This design comes from an exercise in tuning for small area, a short achievable clock period and few clock cycles per item on the open sky130 flow, not from production work.
At most, simulation tests tie the RTL to the original design; equivalence was not proved.
No functional check of the RTL was part of runs 1 to 3.
Power and IR drop assume default switching activity.

===== flow/standard.sh =====
#!/bin/bash
# synth_recipe.tcl (not shown) runs the flow's synth.tcl, then flattens the netlist and writes it again
# the make line also repeats each setting of config.mk as NAME=value (left out here)
make -C /OpenROAD-flow-scripts/flow DESIGN_CONFIG=/design/flow/config.mk WORK_HOME=/design/flow/orfs CLKGATE_MAP_FILE= SYNTH_SCRIPT=/design/flow/synth_recipe.tcl "${@:-finish}"

===== flow/design.v =====
package rhpm_pkg;
   localparam int MAX_PATTERN_DEF  = 16;
   localparam int WINDOW_DEPTH_DEF = 16;
   localparam int BYTE_W           = 8;
   localparam int VALUE_W          = 32;
   localparam int HASH_W           = 26;
   localparam int LEN_W            = 5;
   localparam int CSR_W            = 64;
   localparam int CSR_IDX_W        = 2;
   localparam int PAT_BYTES        = 16;
   localparam logic KIND_HASH = 1'b0;
   localparam logic KIND_POS  = 1'b1;
   typedef enum logic [CSR_IDX_W-1:0] {
      CSR_PATTERN_LENGTH = 2'd0,
      CSR_PATTERN_LOW    = 2'd1,
      CSR_PATTERN_HIGH   = 2'd2
   } csr_index_type;
endpackage
module rhpm_ram #(
   parameter int WIDTH = 8,
   parameter int DEPTH = 16
) (
   input  logic                     clock,
   input  logic                     wr_en,
   input  logic [$clog2(DEPTH)-1:0] wr_addr,
   input  logic [WIDTH-1:0]         wr_data,
   input  logic                     rd_en,
   input  logic [$clog2(DEPTH)-1:0] rd_addr,
   output logic [WIDTH-1:0]         rd_data
);
   logic [WIDTH-1:0] mem [DEPTH];
   logic [WIDTH-1:0] rd_data_ff;
   always_ff @(posedge clock) begin
      if (wr_en) begin
         mem[wr_addr] <= wr_data;
      end
      if (rd_en) begin
         rd_data_ff <= mem[rd_addr];
      end
   end
   assign rd_data = rd_data_ff;
endmodule
import rhpm_pkg::*;
module rolling_hash_pattern_matcher_top #(
   parameter int MAX_PATTERN  = MAX_PATTERN_DEF,
   parameter int WINDOW_DEPTH = WINDOW_DEPTH_DEF
) (
   input  logic                 clock,
   input  logic                 reset,
   input  logic                 req_valid,
   output logic                 req_ready,
   input  logic [BYTE_W-1:0]    req_text_byte,
   output logic                 rsp_valid,
   input  logic                 rsp_ready,
   output logic                 rsp_kind,
   output logic [VALUE_W-1:0]   rsp_value,
   output logic                 rsp_last,
   input  logic                 csr_we,
   input  logic [CSR_IDX_W-1:0] csr_index,
   input  logic [CSR_W-1:0]     csr_wdata
);
   function automatic logic [1:0] add3(input logic [1:0] a, input logic [1:0] b);
      logic az, bz;
      az = !a[0] && !a[1];
      bz = !b[0] && !b[1];
      add3[0] = (a[0] && bz) || (az && b[0]) || (a[1] && b[1]);
      add3[1] = (a[1] && bz) || (az && b[1]) || (a[0] && b[0]);
   endfunction
   function automatic logic [1:0] mod3(input logic [7:0] x);
      logic [1:0] r0, r1, r2, r3;
      r0 = {x[1] && !x[0], !x[1] && x[0]};
      r1 = {x[3] && !x[2], !x[3] && x[2]};
      r2 = {x[5] && !x[4], !x[5] && x[4]};
      r3 = {x[7] && !x[6], !x[7] && x[6]};
      mod3 = add3(add3(r0, r1), add3(r2, r3));
   endfunction
   localparam logic [31:0] CMAX = 32'hffff_ffff;
   logic [3:0]  nm1_ff;
   logic [7:0]  pat_ff [16];
   logic [1:0]  dp_ff [16];
   logic [1:0]  dpn_ff;           
   logic [7:0]  ring_ff [16];
   logic [1:0]  dw_ff [16];       
   logic [7:0]  last_ff;          
   logic [3:0]  nm1_al_ff;
   logic [31:0] count_ff;
   logic        first_seen_ff;    
   logic        reported_ff;      
   logic        rdy_ff;
   logic        in_v_ff, in_first_ff;
   logic [7:0]  in_byte_ff;
   logic        s1_v_ff;
   logic        s1_first_ff;
   logic        s2_hit_ff, s2_first_ff;
   logic [3:0]  s2_m1_ff;
   logic [5:0]  s2_e_ff;
   logic        j_v_ff;
   logic [3:0]  j_m1_ff;
   logic [5:0]  j_e_ff;
   logic        rsp_valid_ff, rsp_kind_ff, rsp_last_ff;
   logic [31:0] rsp_value_ff;
   logic [3:0]  rem_ff;
   logic [5:0]  e_nx_ff;         
   logic        hashing_ff;
   logic [3:0]  hidx_ff;
   logic [2:0]  hchunk_ff;
   logic        hprev_ff, hcarry_ff;
   assign req_ready = rdy_ff;
   assign rsp_valid = rsp_valid_ff;
   assign rsp_kind  = rsp_kind_ff;
   assign rsp_value = rsp_value_ff;
   assign rsp_last  = rsp_last_ff;
   logic [1:0]  dnew;
   logic [1:0]  dcsr [8];
   logic [15:0] stop;         
   logic        dig_ok;
   logic        cnt_ok;
   logic        hit_c;
   logic [3:0]  m1_c;
   always_comb begin
      dnew   = mod3(last_ff);
      dig_ok = (dnew == dpn_ff);
      for (int k = 0; k < 16; k++) begin
         if (k < nm1_ff && dw_ff[k] != dp_ff[k]) dig_ok = 1'b0;
         stop[k] = (ring_ff[k] != pat_ff[k]) || (k == nm1_ff);
      end
      m1_c = 4'd15;
      for (int k = 15; k >= 0; k--) begin
         if (stop[k]) m1_c = k;
      end
      cnt_ok = (count_ff[31:4] != 28'd0) || (count_ff[3:0] > nm1_ff);
      hit_c  = s1_v_ff && dig_ok && cnt_ok;
      for (int i = 0; i < 8; i++) dcsr[i] = mod3(csr_wdata[8*i +: 8]);
   end
   logic        accept, shift, inc, len_wr, lo_wr, hi_wr, rot, aligned_n;
   logic        rst_d_ff;
   logic [3:0]  nm1_al_n, ins_d;
   logic        cont_p, have_next, can_adv, load, pop_j, take_s2, push_j, first_push;
   logic        s2_leave, s1_move;
   logic [3:0]  m1_next, rem_next;
   logic        last_next;
   logic [31:0] pos;
   logic        s2_hit_n, j_v_n, rsp_valid_n;
   logic [5:0]  s2_e_n, j_e_n, e_nx_n, e_head_n;
   logic [3:0]  rem_n;
   logic        first_seen_n, reported_n, hdone;
   logic [1:0]  hdig;
   logic [1:0]  hadd;
   logic [4:0]  hsum;
   assign accept = req_valid && rdy_ff;
   assign shift  = in_v_ff && (!s1_v_ff || s2_leave);
   assign inc    = shift && (count_ff != CMAX);
   assign len_wr = csr_we && !reset && (csr_index == 2'd0);
   assign lo_wr  = csr_we && !reset && (csr_index == 2'd1);
   assign hi_wr  = csr_we && !reset && (csr_index == 2'd2);
   assign rot    = (nm1_al_ff != nm1_ff) && !s1_v_ff && !in_v_ff;
   assign ins_d  = nm1_al_ff - 4'd1;
   always_comb begin
      cont_p    = rsp_valid_ff && (rem_ff != 4'd0);
      have_next = cont_p || j_v_ff || s2_hit_ff && !s2_first_ff;
      m1_next   = j_v_ff ? j_m1_ff : s2_m1_ff;
      rem_next  = cont_p ? rem_ff - 4'd1 : m1_next;
      last_next = cont_p ? (rem_ff == 4'd1) : (m1_next == 4'd0);
      pos       = count_ff - {26'd0, e_nx_ff};
      can_adv  = !hashing_ff && (!rsp_valid_ff || rsp_ready);
      load     = can_adv && have_next;
      pop_j    = load && !cont_p && j_v_ff;
      take_s2  = load && !cont_p && !j_v_ff;
      first_push = s2_first_ff && s2_hit_ff;
      push_j   = s2_hit_ff && !s2_first_ff && !take_s2 && !j_v_ff;
      s2_leave = !s2_hit_ff || s2_first_ff || !j_v_ff;
      s1_move  = s1_v_ff && s2_leave;
      s2_hit_n = s1_move ? hit_c : (s2_hit_ff && !s2_leave);
      s2_e_n   = s1_move ? ({2'b0, nm1_ff} + {5'd0, inc}) : (s2_e_ff + {5'd0, inc});
      j_v_n    = push_j || first_push || (j_v_ff && !pop_j);
      j_e_n    = (push_j || first_push) ? (s2_e_ff + {5'd0, inc}) : (j_e_ff + {5'd0, inc});
      e_head_n = j_v_n ? j_e_n : s2_e_n;
      if (load ? (rem_next != 4'd0) : cont_p) begin
         e_nx_n = e_nx_ff + {5'd0, inc} - {5'd0, load};
      end else begin
         e_nx_n = e_head_n;
      end
      rem_n    = load ? rem_next : rem_ff;
      hdone    = hashing_ff && (hidx_ff == 4'd0) && (hchunk_ff == 3'd7);
      rsp_valid_n = hdone || load || (rsp_valid_ff && !can_adv);
      first_seen_n = first_seen_ff || accept;
      reported_n   = reported_ff || hdone;
      nm1_al_n     = rot ? nm1_al_ff - 4'd1 : nm1_al_ff;
      aligned_n    = (nm1_al_n == nm1_ff);
      hdig = dp_ff[hidx_ff];
      hadd = (hchunk_ff == 3'd0) ? hdig : {1'b0, hcarry_ff};
      hsum = {1'b0, rsp_value_ff[3:0]} + {1'b0, rsp_value_ff[2:0], hprev_ff} + {3'd0, hadd};
   end
   always_ff @(posedge clock) begin
      rst_d_ff <= reset;
      if (reset) begin
         nm1_ff <= 4'd0;
      end else if (len_wr) begin
         if (csr_wdata[4:0] == 5'd0)                       nm1_ff <= 4'd0;
         else if (csr_wdata[4] && csr_wdata[3:0] != 4'd0) nm1_ff <= 4'd15;
         else                                              nm1_ff <= csr_wdata[3:0] - 4'd1;
      end
      if (lo_wr) begin
         for (int i = 0; i < 8; i++) begin
            pat_ff[i] <= csr_wdata[8*i +: 8];
            dp_ff[i]  <= dcsr[i];
         end
      end else if (rst_d_ff) begin
         for (int i = 0; i < 8; i++) begin
            pat_ff[i] <= 8'd0;
            dp_ff[i]  <= 2'd0;
         end
      end
      if (hi_wr) begin
         for (int i = 0; i < 8; i++) begin
            pat_ff[8 + i] <= csr_wdata[8*i +: 8];
            dp_ff[8 + i]  <= dcsr[i];
         end
      end else if (rst_d_ff) begin
         for (int i = 0; i < 8; i++) begin
            pat_ff[8 + i] <= 8'd0;
            dp_ff[8 + i]  <= 2'd0;
         end
      end
      dpn_ff <= rst_d_ff ? 2'd0 : dp_ff[nm1_ff];
      if (rdy_ff) begin
         in_byte_ff  <= req_text_byte;
         in_first_ff <= !first_seen_ff;
      end
      if (shift) begin
         for (int j = 0; j < 16; j++) begin
            ring_ff[j] <= (j == nm1_al_ff) ? in_byte_ff : ring_ff[(j + 1) % 16];
            dw_ff[j]   <= (j == ins_d) ? dnew : dw_ff[(j + 1) % 16];
         end
         last_ff <= in_byte_ff;
      end else if (rot) begin
         for (int j = 0; j < 16; j++) begin
            ring_ff[j] <= ring_ff[(j + 1) % 16];
            dw_ff[j]   <= dw_ff[(j + 1) % 16];
         end
      end
      if (s1_move) begin
         s2_m1_ff <= m1_c;
      end
      s2_e_ff <= s2_e_n;
      if (push_j || first_push) j_m1_ff <= s2_m1_ff;
      j_e_ff   <= j_e_n;
      e_nx_ff  <= e_nx_n;
      rem_ff   <= rem_n;
      if (shift) s1_first_ff <= in_first_ff;
      if (hashing_ff) begin
         rsp_value_ff <= {hsum[3:0], rsp_value_ff[31:4]};
         hprev_ff     <= rsp_value_ff[3];
         hcarry_ff    <= hsum[4];
         hchunk_ff    <= hchunk_ff + 3'd1;
         if (hchunk_ff == 3'd7) begin
            hidx_ff  <= hidx_ff - 4'd1;
            hprev_ff <= 1'b0;
         end
         if (hdone) begin
            rsp_kind_ff <= KIND_HASH;
            rsp_last_ff <= !j_v_ff;
            rem_ff      <= 4'd0;
         end
      end else if (load) begin
         rsp_kind_ff  <= KIND_POS;
         rsp_value_ff <= pos;
         rsp_last_ff  <= last_next;
      end else if (s2_first_ff) begin
         rsp_value_ff <= 32'd0;
         hidx_ff      <= nm1_ff;
         hchunk_ff    <= 3'd0;
         hprev_ff     <= 1'b0;
      end
      if (reset) begin
         nm1_al_ff     <= 4'd0;
         count_ff      <= 32'd0;
         first_seen_ff <= 1'b0;
         reported_ff   <= 1'b0;
         rdy_ff        <= 1'b1;
         s1_v_ff       <= 1'b0;
         in_v_ff       <= 1'b0;
         s2_hit_ff     <= 1'b0;
         s2_first_ff   <= 1'b0;
         j_v_ff        <= 1'b0;
         rsp_valid_ff  <= 1'b0;
         hashing_ff    <= 1'b0;
      end else begin
         nm1_al_ff <= nm1_al_n;
         if (inc) count_ff <= count_ff + 32'd1;
         first_seen_ff <= first_seen_n;
         reported_ff   <= reported_n;
         in_v_ff       <= accept || (in_v_ff && !shift);
         s1_v_ff       <= shift || (s1_v_ff && !s1_move);
         s2_hit_ff     <= s2_hit_n;
         s2_first_ff   <= s1_move ? s1_first_ff : (s2_first_ff && !s2_leave);
         j_v_ff        <= j_v_n;
         rsp_valid_ff  <= rsp_valid_n;
         hashing_ff    <= hashing_ff ? !hdone : s2_first_ff;
         rdy_ff <= !len_wr && aligned_n &&
                   !(first_seen_n && !reported_n) &&
                   !(s2_hit_n && j_v_n) &&
                   !(s2_hit_n && s2_e_n[5]) && !(j_v_n && j_e_n[5]) &&
                   !(rsp_valid_n && rem_n != 4'd0 && e_nx_n[5]);
      end
   end
endmodule

===== flow/constraint.sdc =====
create_clock -name core_clock -period 9.5 [get_ports {clock}]
set_input_delay 1.9000 -clock core_clock [delete_from_list [all_inputs] [get_ports {clock}]]
set_output_delay 1.9000 -clock core_clock [all_outputs]
set_load 0.01 [all_outputs]

===== flow/config.mk =====
export PLATFORM = sky130hd
export DESIGN_NAME = rolling_hash_pattern_matcher_top
export DESIGN_NICKNAME = rolling_hash_pattern_matcher_top
export VERILOG_FILES = /design/flow/design.v
export SDC_FILE = /design/flow/constraint.sdc
export NUM_CORES = 4
export LEC_CHECK = 0
export CAP_MARGIN = 20
export CORE_MARGIN = 2
export CORE_UTILIZATION = 40
export SLEW_MARGIN = 20

===== flow/flow/run.sh =====
#!/bin/bash
# Standard ORFS layout with a tighter setup repair target (slack margin in ns).
set -euo pipefail
bash standard.sh SETUP_SLACK_MARGIN=6.6 finish > standard_make.log 2>&1

==> notes.md, run 1 <==
critical path startpoint category=primary input; Main synth FF type=edfxtp_1; Initial Util=40.5%; Wirelength per Cell=22.6 µm; Final Cycle Share=34.7%; CTS root buf=clkbuf_16; CTS sink count=456; die extent in y=251 µm; Leakage=0.0119 µW; gr ovfl total=0; Synth Warn #=6; Synth Register Bits=456; Register Area=13000 µm²; Slew Viols, Final=0; Placer Congestion=0.904; Setup violations, final=0; Syn Inst Count=2121; H-tree depth=2; Routed Antenna Nets=0; CORE AREA=60400 µm²; hold buffers post-CTS=0; Least-Margin Pin Slew=1.19 ns; Area Overhead vs Synth=25.4%; Multi-input gate area=11900 µm²; CTS tree=done; Post-synth ARST share=0%; final layout net count=2585; CP Data Required Time=10.01 ns; initial DRC count=1447; die width=251 µm; HPWL Detailed=48.5 mm; # rows=90; drt first pass iters=6; most common cell after layout, fill and taps aside=edfxtp_1; # DRC=0; RSZ-0062 raised after global routing=yes; crit path capture type=flip-flop; met3 Track Usage GR=3.54%; Hold WC Path Type=reg -> reg; total CTS buffers=50; post-DR vias/cell=5.57; Post-Syn Nets=2323; Netlist cell types=86; most crowded layer after global routing=met2; mean post-synth cell area=11.5 µm²; WP data arrival=3.81 ns; vias=17.9k; max-cap violations=0; I/O pin total=115; met1 Use GR=28.0%; total negative setup slack=0 ns; # port buffers=114; initial antenna violation count=3; first-pass GRT wire length=107 mm; gr usage total=22.5%; f_max=304 MHz; Seq/Total Area, Yosys=52.9%; die area=63200 µm²; clock skew=0.0541 ns; Final Core Density=50.8%; Crit Path Max Fanout=3; PwrDens=240 nW/µm²; synthesized cell area=24500 µm²; commonest non-fill, non-tap cells in the layout=edfxtp_1 (381), nor2_1 (262), mux2_2 (164), buf_4 (154), xnor2_1 (133); Worst-path clk slew=0.06 ns; number of flops mapped to enable cells by yosys=381; Pwr Total=7360 µW; Max rail drop VDD=166 µV; number of global-route vias before repair=18.1k; Filler Cells Inserted=5298; slew margin rel.=20.6%; met2 Use GR=39.1%; pin count of the biggest net entering global routing=82; Clock Tree Buf Depth=3; share of cells above drive strength 1=31.8%; outcome=no timing/DRC/antenna violations; Post-Route WL=72.6 mm; critical path type=in -> reg; worst-skew pair later-pin latency=0.63 ns; final hold violations=0; Final min period=3.29 ns
==> cells in the mapped netlist, types with 6 or more instances <==
| master | n | area [µm²] |
|---|---|---|
| a221oi_1 | 6 | 52.6 |
| or3_1 | 12 | 75.1 |
| nor2b_1 | 13 | 81.3 |
| nand2_1 | 110 | 413 |
| a31oi_1 | 10 | 62.6 |
| clkbuf_1 | 69 | 259 |
| mux2i_1 | 17 | 170 |
| a211oi_1 | 7 | 52.6 |
| mux2_2 | 166 | 1870 |
| a222oi_1 | 38 | 380 |
| nor2_1 | 277 | 1040 |
| dfxtp_1 | 75 | 1500 |
| nor4_1 | 22 | 138 |
| nor3_1 | 46 | 230 |
| xnor2_1 | 136 | 1190 |
| a21o_1 | 6 | 45.0 |
| xor2_1 | 102 | 893 |
| a21oi_1 | 59 | 295 |
| nand3_1 | 66 | 330 |
| a22o_1 | 8 | 70.1 |
| buf_2 | 7 | 35.0 |
| nand2b_1 | 11 | 68.8 |
| ha_1 | 118 | 1480 |
| o22ai_1 | 10 | 62.6 |
| o221a_2 | 8 | 90.1 |
| edfxtp_1 | 381 | 11400 |
| nand4_1 | 32 | 200 |
| o21ai_0 | 52 | 260 |
| inv_1 | 119 | 447 |
| nand3b_1 | 10 | 75.1 |
| a22oi_1 | 6 | 45.0 |
| and2_1 | 12 | 75.1 |
==> path summary, 6_finish.rpt <==
| kind | start | end | slack, ns | cells past startpoint |
|---|---|---|---|---|
| min reg2reg | in_first_ff | s1_first_ff | 0.41 | 0 |
| min | in_first_ff | s1_first_ff | 0.41 | 0 |
| max reg2reg | hidx_ff[3] | rsp_value_ff[30] | 6.26 | 9 |
| max | rsp_ready | rdy_ff | 6.21 | 14 |
==> critical path, stage by stage <==
cell	delay (ns)
buf_6	0.09
o21a_1	0.18
nand2b_1	0.14
inv_4	0.06
ha_4	0.26
inv_2	0.04
ha_4	0.14
a21o_1	0.18
a21oi_2	0.15
o21bai_1	0.09
a21oi_2	0.17
xnor2_2	0.13
o221ai_1	0.12
o211a_1	0.14
==> registers in the layout (all words and copies together), names as in the netlist, 6 cells and up <==
| name | flops |
|---|---|
| in_byte_ff | 8 |
| count_ff | 32 |
| last_ff | 8 |
| rsp_value_ff | 32 |
| s2_e_ff | 6 |
| pat_ff | 120 |
| dp_ff | 32 |
| dw_ff | 32 |
| ring_ff | 128 |
| j_e_ff | 6 |
| e_nx_ff | 6 |
==> per-stage QoR <==
step           worst slack, ns  std cells  hold slack, ns  cell area [µm²]
3_3_place_gp              4.71       2949           0.405            27200
2_1_floorplan             5.72       2121           0.400            25400
3_5_place_dp              4.64       2949           0.405            27200
6_report                  6.21       3205           0.413            30700
5_1_grt                   6.15       3204           0.433            30700
4_1_cts                   6.20       3165           0.413            30300
==> where the power goes <==
group          switching [µW]  total [µW]  internal [µW]
Sequential                479        3350           2880
Clock                     825        1950           1130
Combinational            1080        2060            977
Total                    2380        7360           4980
==> what timing repair did <==
item / in CTS / in global routing
pin swaps: 80 / 64
resized for setup: 411 / 172
buffers inserted: 113 / 36
setup endpoints to repair: 611 / 223
gates cloned: 12 / 3
==> logic make-up after synthesis <==
kind of cell | synth area share, %
AND/OR/NAND/NOR | 12.3
XOR/XNOR | 8.52
multiplexers | 8.52
buffers and inverters | 3.29
adder cells (fa/ha/maj) | 6.57
flip-flops | 52.9
AO/OA/AOI/OAI | 7.95
==> cell type report <==
type	instances	area share (%)
well taps	782	3.19
flip-flops and latches	456	42.2
diodes	1	0.00815
clock inverters	30	1.04
multi-input cells	1462	38.9
repair buffers	290	8.23
clock buffers	61	4.28
inverters	123	2.12
==> per-layer routing <==
| layer | vias up | part of all wire, % | wire [µm] |
|---|---|---|---|
| li1 | 8260 | - | - |
| met1 | 8860 | 41 | 29600 |
| met2 | 566 | 49 | 35600 |
| met3 | 173 | 5.7 | 4170 |
| met4 | 0 | 4.4 | 3160 |
| met5 | - | 0 | 0 |
==> run 2, diff against run 1 <==
--- a/flow/design.v
+++ b/flow/design.v
@@ -78,10 +78,9 @@
    logic [3:0]  nm1_ff;
    logic [7:0]  pat_ff [16];
    logic [1:0]  dp_ff [16];
-   logic [1:0]  dpn_ff;           
+   logic        zlo_ff, zhi_ff;   
    logic [7:0]  ring_ff [16];
    logic [1:0]  dw_ff [16];       
-   logic [7:0]  last_ff;          
    logic [3:0]  nm1_al_ff;
    logic [31:0] count_ff;
    logic        first_seen_ff;    
@@ -89,6 +88,7 @@
    logic        rdy_ff;
    logic        in_v_ff, in_first_ff;
    logic [7:0]  in_byte_ff;
+   logic [1:0]  in_d_ff;
    logic        s1_v_ff;
    logic        s1_first_ff;
    logic        s2_hit_ff, s2_first_ff;
@@ -110,7 +110,8 @@
    assign rsp_kind  = rsp_kind_ff;
    assign rsp_value = rsp_value_ff;
    assign rsp_last  = rsp_last_ff;
-   logic [1:0]  dnew;
+   logic [1:0]  din;
+   logic        zk, dig_eq, byte_eq;
    logic [1:0]  dcsr [8];
    logic [15:0] stop;         
    logic        dig_ok;
@@ -118,11 +119,13 @@
    logic        hit_c;
    logic [3:0]  m1_c;
    always_comb begin
-      dnew   = mod3(last_ff);
-      dig_ok = (dnew == dpn_ff);
+      dig_ok = 1'b1;
       for (int k = 0; k < 16; k++) begin
-         if (k < nm1_ff && dw_ff[k] != dp_ff[k]) dig_ok = 1'b0;
-         stop[k] = (ring_ff[k] != pat_ff[k]) || (k == nm1_ff);
+         zk = (k < 8) ? zlo_ff : zhi_ff;
+         dig_eq  = zk ? (dw_ff[k] == 2'd0) : (dw_ff[k] == dp_ff[k]);
+         byte_eq = zk ? (ring_ff[k] == 8'd0) : (ring_ff[k] == pat_ff[k]);
+         if (k <= nm1_ff && !dig_eq) dig_ok = 1'b0;
+         stop[k] = !byte_eq || (k == nm1_ff);
       end
       m1_c = 4'd15;
       for (int k = 15; k >= 0; k--) begin
@@ -131,10 +134,10 @@
       cnt_ok = (count_ff[31:4] != 28'd0) || (count_ff[3:0] > nm1_ff);
       hit_c  = s1_v_ff && dig_ok && cnt_ok;
       for (int i = 0; i < 8; i++) dcsr[i] = mod3(csr_wdata[8*i +: 8]);
+      din = mod3(req_text_byte);
    end
    logic        accept, shift, inc, len_wr, lo_wr, hi_wr, rot, aligned_n;
-   logic        rst_d_ff;
-   logic [3:0]  nm1_al_n, ins_d;
+   logic [3:0]  nm1_al_n;
    logic        cont_p, have_next, can_adv, load, pop_j, take_s2, push_j, first_push;
    logic        s2_leave, s1_move;
    logic [3:0]  m1_next, rem_next;
@@ -154,7 +157,6 @@
    assign lo_wr  = csr_we && !reset && (csr_index == 2'd1);
    assign hi_wr  = csr_we && !reset && (csr_index == 2'd2);
    assign rot    = (nm1_al_ff != nm1_ff) && !s1_v_ff && !in_v_ff;
-   assign ins_d  = nm1_al_ff - 4'd1;
    always_comb begin
       cont_p    = rsp_valid_ff && (rem_ff != 4'd0);
       have_next = cont_p || j_v_ff || s2_hit_ff && !s2_first_ff;
@@ -187,12 +189,18 @@
       reported_n   = reported_ff || hdone;
       nm1_al_n     = rot ? nm1_al_ff - 4'd1 : nm1_al_ff;
       aligned_n    = (nm1_al_n == nm1_ff);
-      hdig = dp_ff[hidx_ff];
+      hdig = ((hidx_ff[3] ? zhi_ff : zlo_ff) ? 2'd0 : dp_ff[hidx_ff]);
       hadd = (hchunk_ff == 3'd0) ? hdig : {1'b0, hcarry_ff};
       hsum = {1'b0, rsp_value_ff[3:0]} + {1'b0, rsp_value_ff[2:0], hprev_ff} + {3'd0, hadd};
    end
    always_ff @(posedge clock) begin
-      rst_d_ff <= reset;
+      if (reset) begin
+         zlo_ff <= 1'b1;
+         zhi_ff <= 1'b1;
+      end else begin
+         if (lo_wr) zlo_ff <= 1'b0;
+         if (hi_wr) zhi_ff <= 1'b0;
+      end
       if (reset) begin
          nm1_ff <= 4'd0;
       end else if (len_wr) begin
@@ -205,34 +213,23 @@
             pat_ff[i] <= csr_wdata[8*i +: 8];
             dp_ff[i]  <= dcsr[i];
          end
-      end else if (rst_d_ff) begin
-         for (int i = 0; i < 8; i++) begin
-            pat_ff[i] <= 8'd0;
-            dp_ff[i]  <= 2'd0;
-         end
       end
       if (hi_wr) begin
          for (int i = 0; i < 8; i++) begin
             pat_ff[8 + i] <= csr_wdata[8*i +: 8];
             dp_ff[8 + i]  <= dcsr[i];
          end
-      end else if (rst_d_ff) begin
-         for (int i = 0; i < 8; i++) begin
-            pat_ff[8 + i] <= 8'd0;
-            dp_ff[8 + i]  <= 2'd0;
-         end
       end
-      dpn_ff <= rst_d_ff ? 2'd0 : dp_ff[nm1_ff];
       if (rdy_ff) begin
          in_byte_ff  <= req_text_byte;
+         in_d_ff     <= din;
          in_first_ff <= !first_seen_ff;
       end
       if (shift) begin
          for (int j = 0; j < 16; j++) begin
             ring_ff[j] <= (j == nm1_al_ff) ? in_byte_ff : ring_ff[(j + 1) % 16];
-            dw_ff[j]   <= (j == ins_d) ? dnew : dw_ff[(j + 1) % 16];
+            dw_ff[j]   <= (j == nm1_al_ff) ? in_d_ff : dw_ff[(j + 1) % 16];
          end
-         last_ff <= in_byte_ff;
       end else if (rot) begin
          for (int j = 0; j < 16; j++) begin
             ring_ff[j] <= ring_ff[(j + 1) % 16];
==> flow/flow/run.sh (replaced) <==
#!/bin/bash
# Standard ORFS layout with a tighter setup repair target (slack margin in ns).
set -euo pipefail
bash standard.sh SETUP_SLACK_MARGIN=6.2 finish > standard_make.log 2>&1
==> notes.md, run 2 <==
R2R depth=14 (+5); Slew Viols, Final=0 (unchanged); Synth Register Bits=449 (-1.5%); pin count of the biggest net entering global routing=85 (+3.7%); top cells by area, synth=edfxtp_1 (48%), mux2_2 (8.0%), dfxtp_1 (6.3%), ha_1 (6.2%), xnor2_1 (6.2%); most common cell after layout, fill and taps aside=edfxtp_1; slew margin rel.=28.1% (+7.5 points); Post-Route WL=65.4 mm (-9.8%); vias=16.5k (-7.7%); gr ovfl total=0 (unchanged); dpl cells=2796 (-5.2%); critical path startpoint category=primary input; clock skew=0.0474 ns (-0.00674 ns); CTS sink count=449 (-1.5%); Seq/Total Area, Yosys=53.9% (+0.99 points); Top reg by flops=ring_ff; # rows=89 (-1.1%); # DRC=0 (unchanged); outcome=no timing/DRC/antenna violations; max-cap violations=0 (unchanged); Main synth FF type=edfxtp_1; area share of fa/ha/maj cells after synthesis=6.88% (+0.31 points); WP data arrival=4.06 ns (+0.25 ns); commonest non-fill, non-tap cells in the layout=edfxtp_1 (375), mux2_2 (167), xnor2_1 (164), nor2_1 (134), inv_1 (112); I/O pin total=115 (unchanged); H-tree depth=2 (unchanged); crit path capture type=flip-flop; post-synth top area cell=edfxtp_1; RSZ-0062 raised after global routing=yes; f_max=280 MHz (-7.7%); Crit Path Max Fanout=2 (-1); Post-synth ARST share=0% (unchanged); Synth Area in Compound Gates=8.16% (+0.21 points); Least-Margin Pin Slew=1.07 ns (-0.121 ns); Filler Cells Inserted=5179 (-2.2%); Syn Inst Count=1958 (-7.7%); hold buffers post-CTS=0 (unchanged); total CTS buffers=49 (-2.0%); drt first pass iters=7 (+1); total internal power=4910 µW (-1.4%); Netlist cell types=71 (-17%); die extent in y=247 µm (-1.7%); Yosys top cell area share=47.6% (+0.86 points); Gate power share=24.6% (-3.3 points); final layout net count=2358 (-8.8%); Leakage=0.0107 µW (-9.5%); # port buffers=114 (unchanged); CORE AREA=58700 µm² (-2.8%); Fin Hold WS=0.456 ns (+0.0436 ns); gr usage total=21.2% (-1.3 points); Post-Syn Nets=2160 (-7.0%); n_diodes=0 (-1); number of flops mapped to enable cells by yosys=375 (-1.6%); die area=61100 µm² (-3.3%); cell with the most instances after synthesis=edfxtp_1; critical path type=in -> reg; post-DR vias/cell=5.55 (-0.38%); Wirelength per Cell=22.0 µm (-2.7%); worst-skew pair later-pin latency=0.62 ns (about the same); Placer Congestion=0.878 (-2.9%); Final Core Density=48.8% (-2.1 points); clock network fraction of total power=27.3% (+0.8 points); Reg power frac=48.0% (+2.4 points); synthesized cell area=23600 µm² (-3.3%); Post-Synth XOR/XNOR Area=8.37% (-0.15 points); Final Non-Filler Cells=2970 (-7.3%); HPWL Detailed=45.2 mm (-6.9%); Final min period=3.57 ns (+0.275 ns); Setup violations, final=0 (unchanged); mean post-synth cell area=12.1 µm² (+4.7%); Routed Antenna Nets=0 (unchanged); initial antenna violation count=0 (-3); final hold violations=0 (unchanged); Max rail drop VDD=155 µV (-6.2%); net switching power=2250 µW (-5.4%); number of global-route vias before repair=16.6k (-8.2%); Area Overhead vs Synth=21.0%; PwrDens=250 nW/µm² (+4.3%); Sw Share=31.5% (-0.88 points); CTS root buf=clkbuf_16; total negative setup slack=0 ns (unchanged); largest family of logic cells by synthesized area=simple AND/OR/NAND/NOR gates; top flop regs=ring_ff: 128 flops, pat_ff: 120 flops; Final Cycle Share=37.6% (+2.9 points); Worst-path clk slew=0.06 ns (about the same); initial DRC count=1295 (-11%); first-pass GRT wire length=98.4 mm (-8.5%); Initial Util=40.3% (-0.24 points); hold depth=0 (unchanged); simple-gate share of the synthesized area=11.2% (-1.1 points); share of cells above drive strength 1=19.6% (-12 points); mux cell area share after synthesis=8.42% (-0.10 points); Hold WC Path Type=reg -> reg; Synth Warn #=6 (unchanged); CP Data Required Time=9.99 ns (-0.02 ns); CTS tree=done; Post-synth top cells=edfxtp_1 (375), xnor2_1 (168), mux2_2 (167), nor2_1 (137), inv_1 (122); max FFs per register=128 (unchanged); die width=247 µm (-1.7%); Clock Tree Buf Depth=3 (unchanged)
[run 2: changes by cell type in the layout (fill, tap and decap cells not counted), sizes merged, moves of 19 or more]
cell	previous run	this run
buf	236	100
clkbuf	94	61
nand3	67	48
clkdlybuf4s50	9	37
dlymetal6s2s	0	31
nor3	46	25
nor2	277	137
dlygate4sd2	3	40
xor2	102	58
xnor2	136	168
[run 2: worst paths after layout]
kind / slack, ns / start / endpoint
worst max-delay path: 5.93 / rsp_ready / rdy_ff
worst min-delay path: 0.46 / in_first_ff / s1_first_ff
worst max register to register: 6.13 / count_ff[4] / rdy_ff
worst min register to register: 0.46 / in_first_ff / s1_first_ff
[run 2: kinds of logic after synthesis]
| group | after synthesis |
|---|---|
| AND/OR/NAND/NOR | 510 |
| flip-flops | 449 |
| AO/OA/AOI/OAI | 276 |
| XOR/XNOR | 226 |
| buffers and inverters | 191 |
| multiplexers | 178 |
| adder cells (fa/ha/maj) | 128 |
[run 2: cell type report]
type                       instances  area, µm²  area share, %
tap                              773        967           3.38
sequential                       449      12800           44.6
inverter                         124        472           1.65
timing repair buffer             214       2070           7.24
multi-input combinational       1318      10700           37.4
clock inverter                    32        367           1.28
clock buffer                      60       1300           4.53
[run 2: power by group through the flow]
stage	sequential, µW	clock [µW]	combinational (µW)
6_report	3440	1960	1760
3_3_place_gp	3450	0	1580
4_1_cts	3420	1990	1740
3_5_place_dp	3460	0	1610
5_1_grt	3480	2070	1940
2_1_floorplan	3210	0	1270
[run 2: metal layers]
layer	global-route usage (%)	part of all wire, %	vias to the layer above
met5	0	0	-
met4	8.04	3.4	0
met3	3.19	4.8	132
met2	37.5	50	475
met1	26.0	41	8148
li1	-	-	7732
[run 2: stage by stage]
| step | total power [µW] | worst slack (ns) | instance area (µm²) |
|---|---|---|---|
| after CTS | 7150 | 5.91 | 28300 |
| after floorplan | 4480 | 4.47 | 23900 |
| after detailed placement | 5070 | 4.29 | 25800 |
| final | 7160 | 5.93 | 28600 |
| after global routing | 7480 | 5.84 | 28600 |
| after global placement | 5030 | 4.39 | 25800 |
[run 2: what timing repair did]
| item | in CTS | in global routing |
|---|---|---|
| buffers inserted | 63 | 17 |
| endpoints found under the setup margin | 286 | 114 |
| gates cloned | 2 | 0 |
| pin swaps | 52 | 52 |
| gates resized for setup | 123 | 68 |
[run 2: worst max-delay path, cell delays in order]
cell and delay, ns:
buf_8 0.10, nor2b_4 0.13, nor2_4 0.05, o31ai_4 0.09
buf_12 0.15, clkinvlp_4 0.09, ha_4 0.27, inv_2 0.04
ha_4 0.15, a21o_1 0.16, a21oi_2 0.13, o21bai_1 0.09
a21oi_1 0.17, xnor2_1 0.13, mux2i_1 0.12, a221oi_2 0.29
==> run 3, diff against run 2 <==
--- a/flow/config.mk
+++ b/flow/config.mk
@@ -8,4 +8,6 @@
 export CAP_MARGIN = 20
 export CORE_MARGIN = 2
 export CORE_UTILIZATION = 40
+export CTS_CLUSTER_DIAMETER = 100
+export CTS_CLUSTER_SIZE = 30
 export SLEW_MARGIN = 20
==> notes.md, run 3 <==
post-DR vias/cell=5.57 (+0.29%); CP Data Required Time=9.98 ns (about the same); critical path startpoint category=primary input; Synth Register Bits=449 (unchanged); Top reg by flops=ring_ff; Post-synth ARST share=0% (unchanged); Final Non-Filler Cells=2926 (-1.5%); mean post-synth cell area=12.1 µm² (unchanged); n_diodes=0 (unchanged); Syn Inst Count=1958 (unchanged); # DRC=0 (unchanged); pin count of the biggest net entering global routing=85 (unchanged); number of flops mapped to enable cells by yosys=375 (unchanged); Post-synth top cells=edfxtp_1 (375), xnor2_1 (168), mux2_2 (167), nor2_1 (137), inv_1 (122); Clock Tree Buf Depth=3 (unchanged); Routed Antenna Nets=0 (unchanged); top cells by area, synth=edfxtp_1 (48%), mux2_2 (8.0%), dfxtp_1 (6.3%), ha_1 (6.2%), xnor2_1 (6.2%); first-pass GRT wire length=96.6 mm (-1.8%); Final Core Density=47.3% (-1.5 points); crit path capture type=flip-flop; Post-Syn Nets=2160 (unchanged); Final Cycle Share=37.7% (+0.11 points); slew margin rel.=27.4% (-0.66 points); Post-Route WL=64.3 mm (-1.7%); Setup violations, final=0 (unchanged); Main synth FF type=edfxtp_1; most common cell after layout, fill and taps aside=edfxtp_1; total CTS buffers=21 (-57%); final worst slack=5.92 ns (-0.0107 ns); share of cells above drive strength 1=19.0% (-0.62 points); Worst-path clk slew=0.12 ns (+0.06 ns); RSZ-0062 raised after global routing=yes; Hold WC Path Type=reg -> reg; clock skew=0.0501 ns (+0.00275 ns); final layout net count=2345 (-0.55%); cell with the most instances after synthesis=edfxtp_1; r2r setup slk=6.20 ns (+0.07 ns); Max rail drop VDD=128 µV (-17%); # port buffers=114 (unchanged); post-synth top area cell=edfxtp_1; top flop regs=ring_ff: 128 flops, pat_ff: 120 flops; HPWL Detailed=45.2 mm (unchanged); gr ovfl total=0 (unchanged); Initial Util=40.3% (unchanged); worst-skew pair later-pin latency=0.59 ns (-0.03 ns); die area=61100 µm² (unchanged); Filler Cells Inserted=5260 (+1.6%); Crit Reg-Reg Startpoint=hidx_ff[0]; total negative setup slack=0 ns (unchanged); CP startpoint=rsp_ready; initial antenna violation count=0 (unchanged); Area Overhead vs Synth=17.3%; CORE AREA=58700 µm² (unchanged); CTS tree=done; drt first pass iters=6 (-1); Placer Congestion=0.878 (unchanged); Yosys top cell area share=47.6% (unchanged); gr usage total=20.7% (-0.47 points); CTS sink count=449 (unchanged); critical path type=in -> reg; f_max=279 MHz (-0.30%); Least-Margin Pin Slew=1.09 ns (+0.0191 ns); outcome=no timing/DRC/antenna violations; vias=16.3k (-1.2%); die extent in y=247 µm (unchanged); dpl cells=2796 (unchanged); dpl ws=4.29 ns (unchanged); hold buffers post-CTS=0 (unchanged); Wirelength per Cell=22.0 µm (-0.19%); Pwr Total=6310 µW (-12%); WP data arrival=4.06 ns (about the same); max FFs per register=128 (unchanged); Seq/Total Area, Yosys=53.9% (unchanged); H-tree depth=1 (-1); number of global-route vias before repair=16.3k (-1.9%); R2R depth=13 (-1); max-cap violations=0 (unchanged); die width=247 µm (unchanged); Leakage=0.0104 µW (-3.7%); Netlist cell types=71 (unchanged); CTS root buf=clkbuf_16; initial DRC count=1370 (+5.8%); final hold violations=0 (unchanged); crit path capture=rdy_ff; PwrDens=227 nW/µm² (-9.1%); Slew Viols, Final=0 (unchanged); # rows=89 (unchanged); Synth Warn #=6 (unchanged); Final min period=3.58 ns (+0.0107 ns); synthesized cell area=23600 µm² (unchanged); I/O pin total=115 (unchanged); reg2reg end=rsp_value_ff[31]; Crit Path Max Fanout=2 (unchanged); commonest non-fill, non-tap cells in the layout=edfxtp_1 (375), mux2_2 (167), xnor2_1 (164), nor2_1 (134), inv_1 (112)
## run 3: changes by cell type in the layout (fill, tap and decap cells not counted), moves of 5 or more
cell       change
buf_4         +15
clkbuf_1       -7
clkbuf_16     -28
clkinv_2       -5
bufinv_16      -5
clkinv_1       -8
## run 3: worst min path at each step
stage | startpoint | to | slack, ns | cells after the start
finish | first_seen_ff | in_first_ff | 0.47 | 1
global route | in_first_ff | s1_first_ff | 0.49 | 0
CTS | first_seen_ff | in_first_ff | 0.47 | 1
detailed placement | first_seen_ff | in_first_ff | 0.45 | 1
global placement | first_seen_ff | in_first_ff | 0.43 | 1
floorplan | in_first_ff | s1_first_ff | 0.40 | 0
## run 3: metrics by stage
stage | hold WS [ns] | area, µm²
after CTS | 0.474 | 27400
after global placement | 0.434 | 25800
after global routing | 0.486 | 27700
after floorplan | 0.400 | 23900
after detailed placement | 0.447 | 25800
final | 0.472 | 27700
## run 3: worst max-delay path, cell delays in order
cell        delay (ns)
buf_8             0.10
nor2b_4           0.13
nor2_4            0.05
o31ai_4           0.09
buf_12            0.15
clkinvlp_4        0.09
ha_4              0.27
inv_2             0.04
ha_4              0.15
a21o_1            0.16
a21oi_2           0.13
o21bai_1          0.09
a21oi_1           0.17
xnor2_1           0.13
mux2i_1           0.12
a221oi_2          0.29
## run 3: what timing repair did
item                                    CTS  global route
buffers inserted                         74            21
cloned                                    2             0
resized for setup                       125            78
endpoints found under the setup margin  288            57
pin swaps                                55            53
## run 3: cells by family after synthesis
family	share of synthesized area, %
xor gates and xnor gates	8.37
and+or+nand+nor	11.2
DFF	53.9
AOI/OAI and AO/OA	8.16
muxes	8.42
buffers and inverters	3.12
adders and majority gates	6.88
## run 3: layout make-up
type	count	area, µm²	share of cell area [%]
Clock buffer	22	529	1.91
Multi-Input combinational cell	1318	10700	38.6
Inverter	124	472	1.70
Tap cell	773	967	3.49
Clock inverter	11	148	0.532
Timing Repair Buffer	229	2170	7.81
Sequential cell	449	12800	46.0
## run 3: routing by layer
layer / vias to the layer above / routed length (µm) / track usage, %
met2: 446 / 32700 / 37.0
met1: 8083 / 26500 / 25.8
met5: - / 0 / 0
met3: 116 / 2970 / 2.71
met4: 0 / 2120 / 6.82
li1: 7645 / - / -
## run 3: report_power, final
group	leakage, µW	switching [µW]	total [µW]	internal (µW)
logic	0.00586	847	1770	920
clock network	0.000332	655	1110	459
registers	0.00416	586	3430	2840
total	0.0104	2090	6310	4220
==> run 4, diff against run 3 <==
--- a/flow/design.v
+++ b/flow/design.v
@@ -297,8 +297,8 @@
          rdy_ff <= !len_wr && aligned_n &&
                    !(first_seen_n && !reported_n) &&
                    !(s2_hit_n && j_v_n) &&
-                   !(s2_hit_n && s2_e_n[5]) && !(j_v_n && j_e_n[5]) &&
-                   !(rsp_valid_n && rem_n != 4'd0 && e_nx_n[5]);
+                   !(s2_hit_ff && s2_e_ff[5]) && !(j_v_ff && j_e_ff[5]) &&
+                   !(rsp_valid_ff && e_nx_ff[5]);
       end
    end
 endmodule
--- a/flow/config.mk
+++ b/flow/config.mk
@@ -8,6 +8,4 @@
 export CAP_MARGIN = 20
 export CORE_MARGIN = 2
 export CORE_UTILIZATION = 40
-export CTS_CLUSTER_DIAMETER = 100
-export CTS_CLUSTER_SIZE = 30
 export SLEW_MARGIN = 20
==> notes.md, run 4 <==
share of cells above drive strength 1=19.3% (+0.39 points); n_diodes=0 (unchanged); hold buffers post-CTS=0 (unchanged); Max rail drop VDD=155 µV (+20%); max-cap violations=0 (unchanged); Filler Cells Inserted=5252 (-0.15%); post-synth top area cell=edfxtp_1; Final min period=3.30 ns (-0.280 ns); mean post-synth cell area=12.2 µm² (+1.2%); CTS tree=done; final layout net count=2333 (-0.51%); Syn Inst Count=1937 (-1.1%); # port buffers=114 (unchanged); Least-Margin Pin Slew=1.07 ns (-0.0228 ns); # DRC=0 (unchanged); clock skew=0.0328 ns (-0.0173 ns); number of flops mapped to enable cells by yosys=375 (unchanged); Initial Util=40.3% (about the same); met2 Use GR=37.1% (+0.11 points); slew margin rel.=29.0% (+1.5 points); CTS sink count=449 (unchanged); I/O pin total=115 (unchanged); critical path type=in -> reg; CP Cell Sequence=clkdlybuf4s50_1, inv_1, ha_1, a222oi_1, nand2_1, o221ai_2; max FFs per register=128 (unchanged); top flop regs=ring_ff: 128 flops, pat_ff: 120 flops; Register Area=12700 µm² (about the same); total CTS buffers=49 (+130%); PwrDens=251 nW/µm² (+10%); Area Overhead vs Synth=19.8%; die width=247 µm (about the same); Critical Path Max Stage Delay=0.52 ns (+0.23 ns); # rows=89 (unchanged); synthesized cell area=23700 µm² (+0.14%); Netlist cell types=80 (+13%); Routed Antenna Nets=0 (unchanged); Placer Congestion=0.883 (+0.52%); critical path startpoint category=primary input; Worst-path clk slew=0.06 ns (-0.06 ns); RSZ-0062 raised after global routing=yes; most crowded layer after global routing=met2; first-pass GRT wire length=98.5 mm (+2.0%); crit path capture type=flip-flop; Synth Register Bits=449 (unchanged); Post-synth ARST share=0% (unchanged); final hold violations=0 (unchanged); number of global-route vias before repair=16.5k (+1.3%); most common cell after layout, fill and taps aside=edfxtp_1; Post-synth top cells=edfxtp_1 (375), xnor2_1 (169), mux2_2 (167), nor2_1 (149), inv_1 (120); pin count of the biggest net entering global routing=83 (-2.4%); drt first pass iters=5 (-1); die extent in y=247 µm (about the same); CTS root buf=clkbuf_16; CORE AREA=58800 µm² (+0.19%); outcome=no timing/DRC/antenna violations; Leakage=0.0107 µW (+3.3%); met1 Use GR=27.0% (+1.2 points); CP Data Required Time=9.91 ns (-0.07 ns); final worst slack=6.20 ns (+0.280 ns); Post-Route WL=65.7 mm (+2.2%); Top reg by flops=ring_ff; initial DRC count=1235 (-9.9%); dpl ws=4.75 ns (+0.456 ns); met3 Track Usage GR=2.98% (+0.27 points); Yosys top cell area share=47.6% (-0.068 points); Fin Hold WS=0.419 ns (-0.0537 ns); Slew Viols, Final=0 (unchanged); Main synth FF type=edfxtp_1; HPWL Detailed=45.7 mm (+1.1%); cell with the most instances after synthesis=edfxtp_1; gr usage total=21.2% (+0.49 points); Post-Syn Nets=2139 (-0.97%); vias=16.6k (+1.7%); Hold WC Path Type=reg -> reg; Multi-input gate area=10600 µm² (-0.97%); top cells by area, synth=edfxtp_1 (48%), mux2_2 (7.9%), dfxtp_1 (6.3%), xnor2_1 (6.3%), ha_1 (6.2%); Setup violations, final=0 (unchanged); post-DR vias/cell=5.62 (+1.0%); Final Cycle Share=34.7% (-3.0 points); critical path's slowest cell=clkdlybuf4s50_1; WP data arrival=3.71 ns (-0.35 ns); Wirelength per Cell=22.3 µm (+1.6%); Synth Warn #=6 (unchanged); Seq/Total Area, Yosys=53.8% (-0.077 points); f_max=303 MHz (+8.5%); die area=61200 µm² (+0.14%); H-tree depth=2 (+1); commonest non-fill, non-tap cells in the layout=edfxtp_1 (375), xnor2_1 (169), mux2_2 (167), nor2_1 (149), inv_1 (113); initial antenna violation count=1 (+1); gr ovfl total=0 (unchanged); total negative setup slack=0 ns (unchanged); Crit Path Max Fanout=3 (+1); Clock Tree Buf Depth=3 (unchanged); worst-skew pair later-pin latency=0.61 ns (+0.02 ns)
## run 4: changes by cell type after synthesis, sizes merged, moves of 5 or more
cell    delta
mux2i     +11
nand2b     -5
nand4     -14
a211oi     +6
buf        +9
a21oi     -15
nor3       +6
nor2b      -8
o21ai     -19
nor4       +9
xor2       +8
nor2      +12
clkbuf     -9
## run 4: final timing paths
check	cells after the start	slack, ns	endpoint	start
setup / recovery	6	6.20	in_d_ff[0]	req_text_byte[2]
hold / removal	0	0.42	s1_first_ff	in_first_ff
setup reg to reg	10	6.22	rsp_value_ff[30]	hidx_ff[1]
hold reg to reg	0	0.42	s1_first_ff	in_first_ff
## run 4: repair_timing
action	CTS	global route
setup buffers	55	21
pin swaps	36	37
cloned	2	1
resized for setup	94	62
endpoints found under the setup margin	223	95
hold endpoints to repair	0	0
## run 4: metal layers
metal  wire, µm  vias to the layer above
li1           -                     7616
met1      28100                     8279
met2      32300                      519
met3       3030                      143
met4       2320                        2
met5         25                        -
## run 4: critical path: cells and delay by family
kind / cells / cell delay [ns]
buf+inv: 2 / 0.58
fa+ha+maj: 1 / 0.31
compound gates: 2 / 0.73
simple gates: 1 / 0.19
## run 4: report_power, final
part	internal (µW)	switching [µW]	leakage, µW
logic	874	894	0.00576
registers	2880	599	0.00416
clock network	1070	804	0.000766
## run 4: logic make-up after synthesis
logic type               share of synthesized area, %
XOR/XNOR                                         8.69
AO/OA/AOI/OAI                                    7.70
multiplexers                                     8.87
buffers and inverters                            3.30
AND/OR/NAND/NOR                                  10.8
flip-flops                                       53.8
adder cells (fa/ha/maj)                          6.78
## run 4: final cells by class
type / count / share of cell area, %
Sequential cell: 449 / 44.9
Multi-Input combinational cell: 1298 / 37.3
Timing Repair Buffer: 210 / 7.03
Clock buffer: 65 / 4.64
Tap cell: 773 / 3.41
Inverter: 123 / 1.72
Clock inverter: 27 / 0.926
## run 4: stage by stage
stage	power [µW]	instance area (µm²)	util, %	std cells
final	7120	28400	48.2	2945
after global routing	7450	28400	48.2	2945
after CTS	7110	28000	47.5	2923
after detailed placement	5180	25700	43.8	2774
after global placement	5140	25700	43.8	2774
after floorplan	4540	23800	-	1937
Testbench counts of run 4, summed over its fixed seeds: cycles 29,864, bytes 24,258.
==> run 5, diff against run 4 <==
--- a/flow/config.mk
+++ b/flow/config.mk
@@ -7,5 +7,7 @@
 export LEC_CHECK = 0
 export CAP_MARGIN = 20
 export CORE_MARGIN = 2
-export CORE_UTILIZATION = 40
+export CORE_UTILIZATION = 60
+export CTS_CLUSTER_DIAMETER = 80
+export CTS_CLUSTER_SIZE = 20
 export SLEW_MARGIN = 20
==> notes.md, run 5 <==
total CTS buffers=29 (-41%); Post-Route WL=64.0 mm (-2.7%); RSZ-0062 raised after global routing=yes; hold depth=0 (unchanged); top flop regs=ring_ff: 128 flops, pat_ff: 120 flops; CTS sink count=449 (unchanged); synthesized cell area=23700 µm² (unchanged); Netlist cell types=80 (unchanged); reg2reg end=rsp_value_ff[30]; post-synth top area cell=edfxtp_1; clock skew=0.0169 ns (-0.0160 ns); Leakage=0.0103 µW (-3.5%); first-pass GRT wire length=95.6 mm (-2.9%); die width=203 µm (-18%); critical path's slowest cell=fa_2; r2r setup slk=6.12 ns (-0.10 ns); Crit Reg-Reg Startpoint=hidx_ff[0]; CTS root buf=clkbuf_16; placed inst area=25400 µm² (-1.3%); die extent in y=203 µm (-18%); n_diodes=0 (unchanged); f_max=296 MHz (-2.3%); Synth Warn #=6 (unchanged); Hold Startpoint=in_first_ff; crit path capture type=flip-flop; CP Cell Sequence=buf_4, ha_4, a221o_1, a222oi_1, a21oi_2, fa_1, ha_2, inv_1, fa_2, o22ai_2; initial DRC count=1528 (+24%); PwrDens=240 nW/µm² (-4.4%); Worst-path clk slew=0.09 ns (+0.03 ns); mean post-synth cell area=12.2 µm² (unchanged); Area Overhead vs Synth=15.6%; Max rail drop VDD=181 µV (+17%); # DRC=0 (unchanged); gr usage total=30.5% (+9.3 points); Seq/Total Area, Yosys=53.8% (unchanged); final std cell area, no fill=27400 µm² (-3.5%); initial antenna violation count=1 (unchanged); Clock Tree Buf Depth=3 (unchanged); cell with the most instances after synthesis=edfxtp_1; Synth Register Bits=449 (unchanged); pin count of the biggest net entering global routing=90 (+8.4%); I/O pin total=115 (unchanged); commonest non-fill, non-tap cells in the layout=edfxtp_1 (375), xnor2_1 (169), mux2_2 (167), nor2_1 (149), inv_1 (113); Post-synth ARST share=0% (unchanged); Setup violations, final=0 (unchanged); post-DR vias/cell=6.26 (+11%); max-cap violations=0 (unchanged); Slew Viols, Final=0 (unchanged); # port buffers=114 (unchanged); Critical Path Max Stage Delay=0.55 ns (+0.03 ns); total negative setup slack=0 ns (unchanged); Least-Margin Pin Slew=0.974 ns (-0.0917 ns); outcome=no timing/DRC/antenna violations; Filler Cells Inserted=2846 (-46%); most common cell after layout, fill and taps aside=edfxtp_1; H-tree depth=1 (-1); WP data arrival=3.73 ns (+0.02 ns); dpl ws=4.76 ns (+0.0133 ns); HPWL Detailed=43.5 mm (-4.8%); CORE AREA=38800 µm² (-34%); R2R depth=10 (unchanged); slew margin rel.=34.4% (+5.4 points); share of cells above drive strength 1=18.1% (-1.2 points); die area=41100 µm² (-33%); number of flops mapped to enable cells by yosys=375 (unchanged); Fin Hold WS=0.445 ns (+0.0268 ns); Main synth FF type=edfxtp_1; Final Cycle Share=35.5% (+0.83 points); critical path startpoint category=flip-flop; # rows=72 (-19%); vias=16.5k (-0.091%); Yosys top cell area share=47.6% (unchanged); CP Data Required Time=9.85 ns (-0.06 ns); Top reg by flops=ring_ff; number of global-route vias before repair=16.2k (-1.7%); Final min period=3.38 ns (+0.0788 ns); Hold WC Path Type=reg -> reg; Post-synth top cells=edfxtp_1 (375), xnor2_1 (169), mux2_2 (167), nor2_1 (149), inv_1 (120); final layout net count=2312 (-0.90%); drt first pass iters=6 (+1); worst-skew pair later-pin latency=0.60 ns (about the same); Initial Util=61.0% (+21 points); Syn Inst Count=1937 (unchanged); max FFs per register=128 (unchanged); Wirelength per Cell=24.2 µm (+8.5%); top cells by area, synth=edfxtp_1 (48%), mux2_2 (7.9%), dfxtp_1 (6.3%), xnor2_1 (6.3%), ha_1 (6.2%); Post-Syn Nets=2139 (unchanged); CTS tree=done; Routed Antenna Nets=0 (unchanged); final worst slack=6.12 ns (-0.0788 ns); Worst Hold Path EP=s1_first_ff; critical path type=reg -> reg; final hold violations=0 (unchanged); Placer Congestion=0.929 (+5.3%); gr ovfl total=0 (unchanged); Crit Path Max Fanout=9 (+6)
## run 5: how the worst max path moves through the flow
stage | depth (start not counted) | startpoint | slack (ns) | end
2_1_floorplan | 2 | reset | 4.32 | dp_ff[0][0]
3_3_place_gp | 15 | rsp_ready | 4.81 | e_nx_ff[5]
3_5_place_dp | 15 | rsp_ready | 4.76 | e_nx_ff[5]
4_1_cts | 11 | hidx_ff[0] | 6.18 | rsp_value_ff[30]
5_1_grt | 15 | hidx_ff[0] | 6.09 | rsp_value_ff[30]
6_report | 10 | hidx_ff[0] | 6.12 | rsp_value_ff[30]
## run 5: logic make-up after synthesis
family	synth area share, %
simple gates	10.8
flops	53.8
fa+ha+maj	6.78
compound gates	7.70
buf+inv	3.30
mux	8.87
xor+xnor	8.69
## run 5: metrics by stage
stage               util (%)  std cells  power [µW]
global route            70.5       2642        6840
finish                  70.5       2642        6560
CTS                     69.5       2621        6510
floorplan                  -       1937        4540
global placement        65.4       2516        5120
detailed placement      65.4       2516        5170
## run 5: metal layers
layer	vias to the layer above	part of all wire [%]	GRT usage, %
met5	-	0	0
li1	7557	-	-
met3	173	6.0	3.92
met2	648	49	52.7
met1	8166	40	38.9
met4	0	4.8	12.8
## run 5: worst max-delay path: cells and delay by family (launching register included)
family          cells  cell delay (ns)
fa+ha+maj           4             1.43
compound gates      4             0.97
flops               1             0.49
buf+inv             2             0.24
## run 5: final cells by class
class                      count  area [µm²]  area share [%]
clock inverter                10         118           0.430
sequential                   449       12700            46.6
multi-input combinational   1298       10600            38.6
clock buffer                  35         769            2.81
timing repair buffer         209        2020            7.38
inverter                     123         489            1.79
tap                          518         648            2.37
## run 5: report_power, final
part           leakage (µW)  switching, µW  internal [µW]
clock              0.000434            685            615
combinational       0.00573            915            877
sequential          0.00416            593           2880
## run 5: repair_timing
action	4_1_cts	5_1_grt
gates cloned	3	1
setup endpoints to repair	262	96
buffers inserted	57	20
hold buffers	0	0
resized for setup	99	52
pin swaps	42	44
==> run 6, diff against run 5 <==
--- a/flow/config.mk
+++ b/flow/config.mk
@@ -7,7 +7,7 @@
 export LEC_CHECK = 0
 export CAP_MARGIN = 20
 export CORE_MARGIN = 2
-export CORE_UTILIZATION = 60
+export CORE_UTILIZATION = 40
 export CTS_CLUSTER_DIAMETER = 80
 export CTS_CLUSTER_SIZE = 20
 export SLEW_MARGIN = 20
==> notes.md, run 6 <==
Final Core Density=47.1% (-23 points); H-tree depth=1 (unchanged); max FFs per register=128 (unchanged); CTS sink count=449 (unchanged); commonest non-fill, non-tap cells in the layout=edfxtp_1 (375), xnor2_1 (169), mux2_2 (167), nor2_1 (149), inv_1 (113); WP data arrival=3.62 ns (-0.11 ns); Worst-path clk slew=0.08 ns (about the same); vias=16.4k (-0.72%); top flop regs=ring_ff: 128 flops, pat_ff: 120 flops; final layout net count=2310 (-0.087%); Final min period=3.29 ns (-0.0825 ns); post-synth top area cell=edfxtp_1; HPWL Detailed=45.7 mm (+5.1%); critical path startpoint category=flip-flop; number of global-route vias before repair=16.2k (-0.12%); die width=247 µm (+22%); Post-Route WL=65.2 mm (+1.9%); Hold WC Path Type=reg -> reg; # DRC=0 (unchanged); I/O pin total=115 (unchanged); f_max=304 MHz (+2.5%); Area Overhead vs Synth=16.9%; outcome=no timing/DRC/antenna violations; CP Cell Sequence=buf_4, ha_4, a221o_1, a222oi_1, a21oi_2, fa_1, ha_2, inv_2, fa_2, xor2_1, o22ai_1; critical path's slowest cell=fa_1; Max rail drop VDD=172 µV (-5.3%); post-DR vias/cell=5.65 (-9.7%); Register Area=12800 µm² (about the same); total negative setup slack=0 ns (unchanged); initial DRC count=1383 (-9.5%); hold buffers post-CTS=0 (unchanged); first-pass GRT wire length=97.4 mm (+1.9%); die area=61200 µm² (+49%); top cells by area, synth=edfxtp_1 (48%), mux2_2 (7.9%), dfxtp_1 (6.3%), xnor2_1 (6.3%), ha_1 (6.2%); share of cells above drive strength 1=18.0% (-0.16 points); Post-Syn Nets=2139 (unchanged); Least-Margin Pin Slew=1.08 ns (+0.104 ns); CP Data Required Time=9.83 ns (-0.02 ns); clock skew=0.0175 ns (+0.000618 ns); synthesized cell area=23700 µm² (unchanged); RSZ-0062 raised after global routing=yes; drt first pass iters=8 (+2); pin count of the biggest net entering global routing=83 (-7.8%); worst-skew pair later-pin latency=0.61 ns (about the same); Filler Cells Inserted=5295 (+86%); Seq/Total Area, Yosys=53.8% (unchanged); initial antenna violation count=0 (-1); Yosys top cell area share=47.6% (unchanged); Post-synth ARST share=0% (unchanged); Post-synth top cells=edfxtp_1 (375), xnor2_1 (169), mux2_2 (167), nor2_1 (149), inv_1 (120); Leakage=0.0102 µW (-1.1%); Final Cycle Share=34.7% (-0.87 points); Main synth FF type=edfxtp_1; Placer Congestion=0.883 (-5.0%); number of flops mapped to enable cells by yosys=375 (unchanged); gr usage total=21.0% (-9.6 points); final hold violations=0 (unchanged); CTS tree=done; Routed Antenna Nets=0 (unchanged); Slew Viols, Final=0 (unchanged); Critical Path Max Stage Delay=0.52 ns (-0.03 ns); Setup violations, final=0 (unchanged); Wirelength per Cell=22.4 µm (-7.3%); max-cap violations=0 (unchanged); n_diodes=0 (unchanged); # rows=89 (+24%); most common cell after layout, fill and taps aside=edfxtp_1; PwrDens=238 nW/µm² (-0.73%); Syn Inst Count=1937 (unchanged); CTS root buf=clkbuf_16; Pwr Total=6590 µW (+0.42%); cell with the most instances after synthesis=edfxtp_1; Synth Warn #=6 (unchanged); slew margin rel.=28.2% (-6.2 points); crit path capture type=flip-flop; Multi-input gate area=10600 µm² (+0.20%); Crit Path Max Fanout=7 (-2); critical path type=reg -> reg; Top reg by flops=ring_ff; Initial Util=40.3% (-21 points); Clock Tree Buf Depth=3 (unchanged); Netlist cell types=80 (unchanged); gr ovfl total=0 (unchanged); CORE AREA=58800 µm² (+51%); mean post-synth cell area=12.2 µm² (unchanged); # port buffers=114 (unchanged); Synth Register Bits=449 (unchanged); total CTS buffers=30 (+3.4%); die extent in y=247 µm (+22%)
[run 6: cell counts after synthesis]
No cell type changed its count.
[run 6: cell type report]
class | instances | share of cell area (%)
sequential | 449 | 46.1
clock inverter | 10 | 0.375
multi-input combinational | 1298 | 38.3
clock buffer | 46 | 3.08
tap | 773 | 3.49
timing repair buffer | 206 | 6.95
inverter | 123 | 1.76
[run 6: timing repair]
item                       4_1_cts  5_1_grt
setup buffers                   53       19
gates cloned                     2        1
resized for setup               99       39
setup endpoints to repair      223       92
pin swaps                       35       33
[run 6: logic make-up (layout without fill, tap and decap cells)]
family / Yosys count / after routing / synth area share, %
mux: 189 / 189 / 8.87
simple gates: 501 / 501 / 10.8
compound gates: 247 / 247 / 7.70
fa+ha+maj: 126 / 126 / 6.78
xor+xnor: 235 / 235 / 8.69
buf+inv: 190 / 385 / 3.30
flops: 449 / 449 / 53.8
[run 6: power by group]
part / internal, µW / switching (µW) / total (µW)
Combinational: 873 / 892 / 1770
Sequential: 2880 / 599 / 3480
Clock: 641 / 707 / 1350
[run 6: path summary, 6_finish.rpt]
kind | from | to | slack (ns) | cells after the start
max | hidx_ff[1] | rsp_value_ff[31] | 6.21 | 11
min | in_first_ff | s1_first_ff | 0.45 | 0
max reg2reg | hidx_ff[1] | rsp_value_ff[31] | 6.21 | 11
min reg2reg | in_first_ff | s1_first_ff | 0.45 | 0
[run 6: routing by layer]
| layer | GRT usage (%) | part of all wire [%] | up-vias |
|---|---|---|---|
| li1 | - | - | 7544 |
| met1 | 27.1 | 42 | 8214 |
| met2 | 36.8 | 49 | 543 |
| met3 | 2.28 | 4.8 | 124 |
| met4 | 6.34 | 3.4 | 0 |
| met5 | 0 | 0 | - |
[run 6: critical path: cells and delay by family, from the launching register on]
family          cells  cell delay, ns
compound gates      4            0.95
xor+xnor            1            0.17
fa+ha+maj           4            1.23
buf+inv             2            0.22
flops               1            0.45
[run 6: stage by stage]
stage	instances	worst slack [ns]	cell area [µm²]	hold WS (ns)
after floorplan	1937	4.32	23800	0.400
after global placement	2774	4.79	25700	0.403
after detailed placement	2774	4.75	25700	0.420
after CTS	2885	6.13	27300	0.453
after global routing	2905	6.10	27700	0.471
final	2905	6.21	27700	0.447

==> re-timing with driven ports <==
The results above use ideal ports. As a check the final layouts listed here were re-extracted and re-timed, cells and wires unchanged.
Step 1 (the two cells are an assumption about what drives the block):
set clk [get_ports {clock}]
set_driving_cell -lib_cell sky130_fd_sc_hd__clkbuf_16 $clk
set_driving_cell -lib_cell sky130_fd_sc_hd__buf_2 [delete_from_list [all_inputs] $clk]
Step 2, shift: input delay + t, output delay - t, t = (earliest + latest rising clock arrival at the registers) / 2. This alone moves slack from input paths to output paths.
a / b / c = ideal / step 1 / step 2; a / b = the first two.
run | shift t [ns] | slack for setup (ns) | worst hold slack (ns) | worst setup path at the end | latest minus earliest clock arrival (ns)
run 1 | 0.661 | 6.208 / 6.233 / 5.572 | 0.413 / 0.413 / 0.413 | input to register | 0.054 / 0.054
run 2 | 0.655 | 5.933 / 5.928 / 5.272 | 0.456 / 0.456 / 0.456 | input to register | 0.049 / 0.049
run 3 | 0.629 | 5.922 / 5.916 / 5.287 | 0.472 / 0.472 / 0.472 | input to register | 0.052 / 0.051
run 4 | 0.651 | 6.202 / 6.189 / 5.587 | 0.419 / 0.419 / 0.419 | input to register | 0.034 / 0.034
run 5 | 0.644 | 6.123 / 6.123 / 5.604 | 0.445 / 0.445 / 0.445 | input to register | 0.021 / 0.022
run 6 | 0.659 | 6.206 / 6.192 / 5.589 | 0.447 / 0.447 / 0.447 | input to register | 0.023 / 0.023
After both steps setup and hold are still met in every run listed. The setup slack of run 2, which loses most, moves by -0.005 ns with the drivers and by -0.661 ns with both steps.
